From an optimization exercise on the open Yosys and OpenROAD flow, aimed at small area; shortcuts taken in it are not production practice.
The RTL was checked by simulation tests, not by an equivalence proof against the original design.
Power is estimated from default activity; no workload was simulated.

<file path="design/flow/design.v">
`default_nettype none
package adapter_pkg;
    typedef logic signed [16-1:0] word_t;
    typedef struct packed {
        word_t                               data;
        logic [$clog2(16)-1:0]  channel;  
    } bn_beat_t;
    typedef struct packed {
        word_t                                  data;
        logic [$clog2(96)-1:0]  channel;  
    } final_beat_t;
    typedef word_t [15-1:0] class_vec_t;
    typedef enum logic [2:0] {
        IDLE,
        ACC_RUN,     
        ACC_DRAIN,   
        BN_RUN,      
        BN_DRAIN,    
        FINAL_RUN,   
        DONE
    } phase_t;
endpackage
`default_nettype wire
`default_nettype none
module feature_fifo #(
    parameter int DEPTH = 16,
    parameter int WIDTH = 16
) (
    input  wire logic  clk,
    input  wire logic  rst,
    input  wire logic  in_valid,
    input  wire logic [WIDTH-1:0] in_data,
    output logic       in_ready,
    output logic       out_valid,
    output logic [WIDTH-1:0] out_data,
    input  wire logic  out_ready
);
    localparam int PTR_W = (DEPTH > 1) ? $clog2(DEPTH) : 1;
    localparam int CNT_W = $clog2(DEPTH + 1);
    localparam logic [PTR_W-1:0] LAST_PTR = PTR_W'(DEPTH - 1);
    localparam logic [CNT_W-1:0] FULL_CNT = CNT_W'(DEPTH);
    logic [WIDTH-1:0] mem [DEPTH];
    logic [PTR_W-1:0] wr_ptr;
    logic [PTR_W-1:0] rd_ptr;
    logic [CNT_W-1:0] count;
    logic             push;
    logic             pop;
    assign in_ready  = (count != FULL_CNT);
    assign out_valid = (count != '0);
    assign out_data  = mem[rd_ptr];
    assign push = in_valid && in_ready;
    assign pop  = out_valid && out_ready;
    always_ff @(posedge clk) begin
        if (push) begin
            mem[wr_ptr] <= in_data;
        end
    end
    always_ff @(posedge clk) begin
        if (rst) begin
            wr_ptr <= '0;
            rd_ptr <= '0;
            count  <= '0;
        end else begin
            if (push) begin
                wr_ptr <= (wr_ptr == LAST_PTR) ? '0 : wr_ptr + 1'b1;
            end
            if (pop) begin
                rd_ptr <= (rd_ptr == LAST_PTR) ? '0 : rd_ptr + 1'b1;
            end
            case ({push, pop})
                2'b10:   count <= count + 1'b1;
                2'b01:   count <= count - 1'b1;
                default: count <= count;  
            endcase
        end
    end
endmodule
`default_nettype wire
`default_nettype none
module channel_feeder #(
    parameter int NUM_CHANNELS = 16,
    parameter int CHAN_W       = (NUM_CHANNELS > 1) ? $clog2(NUM_CHANNELS) : 1
) (
    input  wire logic               clk,
    input  wire logic               rst,
    input  wire logic               run,
    input  wire logic               fifo_valid,
    input  wire adapter_pkg::word_t fifo_data,
    output logic                    fifo_ready,
    output logic                    beat_valid,
    output logic [16+CHAN_W-1:0] beat,
    input  wire logic               beat_ready,
    output logic                    drained
);
    localparam logic [CHAN_W-1:0] LAST_CHAN = CHAN_W'(NUM_CHANNELS - 1);
    logic [CHAN_W-1:0] chan_cnt;
    logic              pop;
    assign fifo_ready = run && (!beat_valid || beat_ready);
    assign pop        = fifo_valid && fifo_ready;
    assign drained = run && !fifo_valid && !beat_valid;
    always_ff @(posedge clk) begin
        if (pop) begin
            beat <= {fifo_data, chan_cnt};  
        end
    end
    always_ff @(posedge clk) begin
        if (rst) begin
            beat_valid <= 1'b0;
            chan_cnt   <= '0;
        end else begin
            if (pop) begin
                beat_valid <= 1'b1;
            end else if (beat_ready) begin
                beat_valid <= 1'b0;  
            end
            if (pop) begin
                chan_cnt <= (chan_cnt == LAST_CHAN) ? '0 : chan_cnt + 1'b1;
            end
        end
    end
endmodule
`default_nettype wire
`default_nettype none
module stage_sequencer (
    input  wire logic                    clk,
    input  wire logic                    rst,
    input  wire logic                    en,
    input  wire logic                    acc_done,
    input  wire logic                    bn_done,
    input  wire logic                    acc_drained,
    input  wire logic                    bn_drained,
    input  wire logic                    final_out_valid,
    input  wire adapter_pkg::class_vec_t final_scores,
    output logic                         acc_fill_en,
    output logic                         acc_drain_en,
    output logic                         bn_fill_en,
    output logic                         bn_drain_en,
    output logic                         bn_en,
    output logic                         final_en,
    output adapter_pkg::class_vec_t      scores,
    output logic                         scores_valid,
    output logic                         system_done
);
    adapter_pkg::phase_t phase;
    adapter_pkg::phase_t next_phase;
    logic                capture;
    always_comb begin
        next_phase = phase;
        case (phase)
            adapter_pkg::IDLE:      if (en)              next_phase = adapter_pkg::ACC_RUN;
            adapter_pkg::ACC_RUN:   if (acc_done)        next_phase = adapter_pkg::ACC_DRAIN;
            adapter_pkg::ACC_DRAIN: if (acc_drained)     next_phase = adapter_pkg::BN_RUN;
            adapter_pkg::BN_RUN:    if (bn_done)         next_phase = adapter_pkg::BN_DRAIN;
            adapter_pkg::BN_DRAIN:  if (bn_drained)      next_phase = adapter_pkg::FINAL_RUN;
            adapter_pkg::FINAL_RUN: if (final_out_valid) next_phase = adapter_pkg::DONE;
            adapter_pkg::DONE:      if (!en)             next_phase = adapter_pkg::IDLE;
            default:                                     next_phase = adapter_pkg::IDLE;
        endcase
    end
    always_ff @(posedge clk) begin
        if (rst) begin
            phase <= adapter_pkg::IDLE;
        end else begin
            phase <= next_phase;
        end
    end
    assign capture = (phase == adapter_pkg::FINAL_RUN) && final_out_valid;
    always_ff @(posedge clk) begin
        if (capture) begin
            scores <= final_scores;
        end
    end
    always_ff @(posedge clk) begin
        if (rst) begin
            scores_valid <= 1'b0;
        end else if (capture) begin
            scores_valid <= 1'b1;
        end else if (next_phase == adapter_pkg::IDLE) begin
            scores_valid <= 1'b0;  
        end
    end
    assign acc_fill_en  = (phase == adapter_pkg::ACC_RUN);
    assign acc_drain_en = (phase == adapter_pkg::ACC_DRAIN);
    assign bn_fill_en   = (phase == adapter_pkg::BN_RUN);
    assign bn_drain_en  = (phase == adapter_pkg::BN_DRAIN);
    assign bn_en    = (phase == adapter_pkg::ACC_DRAIN) || (phase == adapter_pkg::BN_RUN);
    assign final_en = (phase == adapter_pkg::BN_DRAIN) || (phase == adapter_pkg::FINAL_RUN);
    assign system_done = (phase == adapter_pkg::DONE);
endmodule
`default_nettype wire
`default_nettype none
module interface_adapter (
    input  wire logic                    clk,
    input  wire logic                    rst,
    input  wire logic                    en,
    input  wire logic                    acc_valid,
    input  wire adapter_pkg::word_t      acc_data,
    output logic                         acc_ready,
    input  wire logic                    acc_done,
    output logic                         bn_in_valid,
    output adapter_pkg::bn_beat_t        bn_in_beat,
    input  wire logic                    bn_in_ready,
    input  wire logic                    bn_out_valid,
    input  wire adapter_pkg::word_t      bn_out_data,
    output logic                         bn_out_ready,
    input  wire logic                    bn_done,
    output logic                         bn_en,
    output logic                         final_in_valid,
    output adapter_pkg::final_beat_t     final_in_beat,
    input  wire logic                    final_in_ready,
    input  wire logic                    final_out_valid,
    input  wire adapter_pkg::class_vec_t final_scores,
    output logic                         final_en,
    output adapter_pkg::class_vec_t      scores,
    output logic                         scores_valid,
    output logic                         system_done
);
    logic acc_fill_en;
    logic acc_drain_en;
    logic bn_fill_en;
    logic bn_drain_en;
    logic acc_drained;
    logic bn_drained;
    logic               acc_push_valid;
    logic               acc_fifo_in_ready;
    logic               acc_fifo_valid;
    adapter_pkg::word_t acc_fifo_data;
    logic               acc_fifo_ready;
    logic               bn_push_valid;
    logic               bn_fifo_in_ready;
    logic               bn_fifo_valid;
    adapter_pkg::word_t bn_fifo_data;
    logic               bn_fifo_ready;
    assign acc_push_valid = acc_valid && acc_fill_en;
    assign acc_ready      = acc_fifo_in_ready && acc_fill_en;
    assign bn_push_valid  = bn_out_valid && bn_fill_en;
    assign bn_out_ready   = bn_fifo_in_ready && bn_fill_en;
    stage_sequencer seq (
        .clk, .rst, .en, .acc_done, .bn_done, .acc_drained, .bn_drained,
        .final_out_valid, .final_scores, .acc_fill_en, .acc_drain_en,
        .bn_fill_en, .bn_drain_en, .bn_en, .final_en, .scores, .scores_valid,
        .system_done
    );
    feature_fifo #(.DEPTH(64), .WIDTH(16)) acc_fifo (
        .clk, .rst,
        .in_valid (acc_push_valid), .in_data (acc_data), .in_ready (acc_fifo_in_ready),
        .out_valid (acc_fifo_valid), .out_data (acc_fifo_data), .out_ready (acc_fifo_ready)
    );
    channel_feeder #(
        .NUM_CHANNELS (16)
    ) acc_feeder (
        .clk, .rst, .run (acc_drain_en),
        .fifo_valid (acc_fifo_valid), .fifo_data (acc_fifo_data), .fifo_ready (acc_fifo_ready),
        .beat_valid (bn_in_valid), .beat (bn_in_beat), .beat_ready (bn_in_ready),
        .drained (acc_drained)
    );
    feature_fifo #(.DEPTH(32), .WIDTH(16)) bn_fifo (
        .clk, .rst,
        .in_valid (bn_push_valid), .in_data (bn_out_data), .in_ready (bn_fifo_in_ready),
        .out_valid (bn_fifo_valid), .out_data (bn_fifo_data), .out_ready (bn_fifo_ready)
    );
    channel_feeder #(
        .NUM_CHANNELS (96)
    ) bn_feeder (
        .clk, .rst, .run (bn_drain_en),
        .fifo_valid (bn_fifo_valid), .fifo_data (bn_fifo_data), .fifo_ready (bn_fifo_ready),
        .beat_valid (final_in_valid), .beat (final_in_beat), .beat_ready (final_in_ready),
        .drained (bn_drained)
    );
endmodule
`default_nettype wire
</file>
<file path="design/flow/run.sh">
#!/bin/bash
# synth_recipe.tcl (not shown) runs the flow's synth.tcl, then flattens the netlist and writes it again
# the make line also repeats each setting of config.mk as NAME=value (left out here)
make -C /OpenROAD-flow-scripts/flow DESIGN_CONFIG=/design/flow/config.mk WORK_HOME=/design/flow/orfs CLKGATE_MAP_FILE= SYNTH_SCRIPT=/design/flow/synth_recipe.tcl finish
</file>
<file path="design/flow/config.mk">
export PLATFORM = sky130hd
export DESIGN_NAME = interface_adapter
export DESIGN_NICKNAME = interface_adapter
export VERILOG_FILES = /design/flow/design.v
export SDC_FILE = /design/flow/constraint.sdc
export NUM_CORES = 4
export LEC_CHECK = 0
export CAP_MARGIN = 20
export CORE_MARGIN = 2
export CORE_UTILIZATION = 40
export SLEW_MARGIN = 20
</file>
<file path="design/flow/constraint.sdc">
create_clock -name core_clock -period 5.0 [get_ports {clk}]
set_input_delay 1.0000 -clock core_clock [delete_from_list [all_inputs] [get_ports {clk}]]
set_output_delay 1.0000 -clock core_clock [all_outputs]
set_load 0.01 [all_outputs]
</file>
==> notes.md <==
cell families (layout without fill, tap and decap cells):
kind of cell,after synthesis,after routing,synth area share [%]
buffers and inverters,179,1100,1.19
AND/OR/NAND/NOR,308,308,2.09
multiplexers,465,465,13.6
adder cells (fa/ha/maj),24,24,0.451
AO/OA/AOI/OAI,259,259,2.83
flip-flops,1871,1871,79.5
XOR/XNOR,21,21,0.263
other,0,3,0
critical path, stage by stage (launching register included):
cell      delay (ns)
dfxtp_1         0.51
nor3b_1         0.73
o311ai_2        0.48
inv_2           0.15
ha_1            0.31
inv_1           0.09
fa_1            0.40
nor2b_1         0.13
o21a_1          0.13
nor3_1          0.04
or3b_2          0.44
a21oi_1         0.14
flip-flops by register name (all words and copies together) (netlist names):
signal,cells
acc_fifo.mem,1024
bn_fifo.mem,512
seq.scores,240
bn_feeder.beat,23
acc_feeder.beat,20
acc_fifo.count,7
bn_feeder.chan_cnt,7
acc_fifo.rd_ptr,6
acc_fifo.wr_ptr,6
bn_fifo.count,6
bn_fifo.rd_ptr,5
bn_fifo.wr_ptr,5
acc_feeder.chan_cnt,4
seq.phase,3
acc_feeder.beat_valid,1
bn_feeder.beat_valid,1
seq.scores_valid,1
cell usage after synthesis, types with 7 or more instances:
cell / number / area [sq um]
edfxtp_1: 1819 / 54600
mux4_2: 388 / 8740
nor2_1: 144 / 541
clkbuf_1: 68 / 255
mux2i_1: 58 / 581
nand2_1: 53 / 199
dfxtp_1: 52 / 1040
a21oi_1: 49 / 245
a22o_1: 42 / 368
o221ai_1: 42 / 368
buf_2: 35 / 175
buf_1: 30 / 113
a221oi_1: 29 / 254
ha_1: 22 / 275
inv_1: 22 / 82.6
a22oi_1: 20 / 150
mux2_2: 19 / 214
nor3_1: 16 / 80.1
a211oi_1: 15 / 113
nor2b_1: 13 / 81.3
buf_4: 12 / 90.1
nand3_1: 12 / 60.1
a211o_1: 11 / 96.3
and2_1: 11 / 68.8
xor2_1: 11 / 96.3
buf_6: 10 / 113
nand3b_1: 10 / 75.1
xnor2_1: 10 / 87.6
o21ai_0: 9 / 45.0
nand2b_1: 8 / 50.1
a31oi_1: 7 / 43.8
nand4_1: 7 / 43.8
area by class of cell:
class | count | area, sq um
clock buffer | 237 | 4980
timing repair buffer | 724 | 6870
antenna | 3 | 7.51
inverter | 24 | 90.1
fill | 14200 | 88400
clock inverter | 115 | 1340
sequential | 1871 | 55700
multi-input combinational | 1077 | 13600
tap | 2325 | 2910
routing by layer:
layer / up-vias / wire, um / GRT usage, %
met5: - / 0 / 0
met4: 0 / 3950 / 5.25
met3: 226 / 12500 / 3.62
met2: 1232 / 89000 / 32.3
met1: 18800 / 85300 / 32.0
li1: 14700 / - / -
where the power goes:
part | switching (mW) | total, mW | leakage [nW] | internal, mW
clock network | 6.20 | 14.4 | 3.05 | 8.18
registers | 0.0310 | 17.3 | 16.8 | 17.2
logic | 0.517 | 0.896 | 6.52 | 0.378
metrics by stage:
step	std cells	hold WS (ns)
finish	6376	0.443
global route	6373	0.453
CTS	6373	0.448
detailed placement	6021	0.421
global placement	6021	0.436
floorplan	3127	0.408
path summary, 6_finish.rpt:
| path | depth (start not counted) | end | from |
|---|---|---|---|
| worst max-delay path | 11 | bn_fifo.count[4]$_SDFFE_PP0P_ | seq.phase[2]$_SDFF_PP0_ |
| worst min-delay path | 0 | bn_feeder.beat[5]$_DFFE_PP_ | bn_feeder.chan_cnt[5]$_SDFFE_PP0P_ |
| worst min register to register | 0 | bn_feeder.beat[5]$_DFFE_PP_ | bn_feeder.chan_cnt[5]$_SDFFE_PP0P_ |
| worst max register to register | 11 | bn_fifo.count[4]$_SDFFE_PP0P_ | seq.phase[2]$_SDFF_PP0_ |
==> key figures <==
Run status
  – Outcome: timing/DRC/antenna clean

Floorplanning
  – Die X: 422 um
  – Row count: 153
  – Starting density of the core: 40.3%
  – DIE HEIGHT: 422 um
  – Die ar.: 178000 sq um
  – Core Region: 174000 sq um
  – IO Count: 573

Timing
  – Final hold violations: 0
  – Period minus WS final: 3.61 ns
  – Worst slew margin: 26.4%
  – FMAX: 277 MHz
  – Setup TNS: 0 ns
  – Tcrit/Tclk final: 72.2%
  – Clock Skews: 0.0659 ns
  – Max Slew Vio Count: 0
  – Setup Viol. Count Final: 0
  – Unrepaired setup endpoints after global routing: false
  – Fin worst setup slack: 1.39 ns
  – Worst-margin pin slew: 1.10 ns

Finish
  – Most common cell after layout, fill and taps aside: edfxtp_1
  – Design area: 85500 sq um
  – Layout area overhead: 22.1%
  – Share of cells above drive strength 1: 22.4%
  – Post-layout util: 49.2%
  – Most frequent cells in the layout: edfxtp_1, clkdlybuf4s50_1, mux4_2, clkbuf_16, buf_4
  – Final #Nets: 4196

Place
  – DP HPWL: 127000 um
  – Area post-placement: 79200 sq um
  – RD Place Congestion: 0.939
  – Port bufs: 572
  – DP Worst Slack: 1.07 ns

Route
  – Drt pass-1 iters: 6
  – Detailed Route Iter0 Violations: 4080
  – Final WL: 191000 um
  – Antenna-violating nets left: 0
  – Post-detailed-route DRC marker count: 0
  – Vias per Instance: 5.49
  – Routed vias: 35000
  – Routed len/inst: 29.9 um

Clock network
  – Clk buf depth: 3
  – Clock tree sinks: 1871
  – Number of H-tree levels: 4
  – CTS tree: done
  – CTS hold repair buffers: 0
  – Post-CTS Resized: 0
  – Clock latency on the worst-skew pair: 0.86 ns
  – CTS buffer count: 192
  – Root buffer cell: clkbuf_16
  – Reg clk slew, reported paths: 0.06 ns
  – Number of buffers added for setup after CTS: 0

Pwr
  – Power Dens Cells: 381 nW/um^2
  – Tot Pwr: 32.5 mW
  – Maximum VDD drop: 0.000369 V
  – Pleak: 26.3 nW

Worst hold path
  – HP Class: register to register

Synth
  – Netlist cell types: 66
  – Post-synth EDFFs: 1819
  – Synth Net Count: 3433
  – Main synth FF type: edfxtp_1
  – Register area share after synthesis: 79.5%
  – Asr flop ratio synth: 0%
  – #FFs+latches synth: 1871
  – Number of warnings issued by yosys: 5
  – Post-Syn Area: 70000 sq um
  – Syn_area_per_cell: 22.4 sq um
  – Gate Count Post-Synth: 3127

Setup path
  – Internal reg-to-reg setup slack: 1.39 ns
  – Critical Path Sink Type: register
  – Worst-path maximum fanout: 15
  – Critical Path RT: 5.75 ns
  – Startpoint Class: register
  – Setup CP Type: register to register
  – WP data arrival: 4.36 ns

Global routing
  – Total track usage: 21.2%
  – Vias in the first global route: 34800
  – First-pass GRT wire length: 269000 um
  – Largest net degree at the start of global routing: 94
  – Initial antenna violation count: 19
  – Total gr overflow: 0

Flow run
  – Max Cap Violations: 0

[what the ideal ports hide]
Ports are ideal in the flow. The routed layout listed here was re-timed in OpenROAD.
Step 1 (the two cells are an assumption about what drives the block):
set clk [get_ports {clk}]
set_driving_cell -lib_cell sky130_fd_sc_hd__clkbuf_16 $clk
set_driving_cell -lib_cell sky130_fd_sc_hd__buf_2 [delete_from_list [all_inputs] $clk]
Step 2 also shifts input and output timing later by t, the mid clock arrival at the registers, as if the neighbouring blocks saw the same clock.
Three values: ideal, step 1, step 2; two values: the first two.
t (ns): 0.915
setup slack, ns: 1.392 / 1.314 / 1.053
latest minus earliest clock arrival (ns): 0.067 / 0.068
worst register clock-pin slew, ns: 0.07 / 0.07
worst slew at a driven data input, ns: 0.22
After both steps this run still meets setup and hold. The setup slack of this run moves by -0.078 ns with the drivers and by -0.339 ns with both steps.
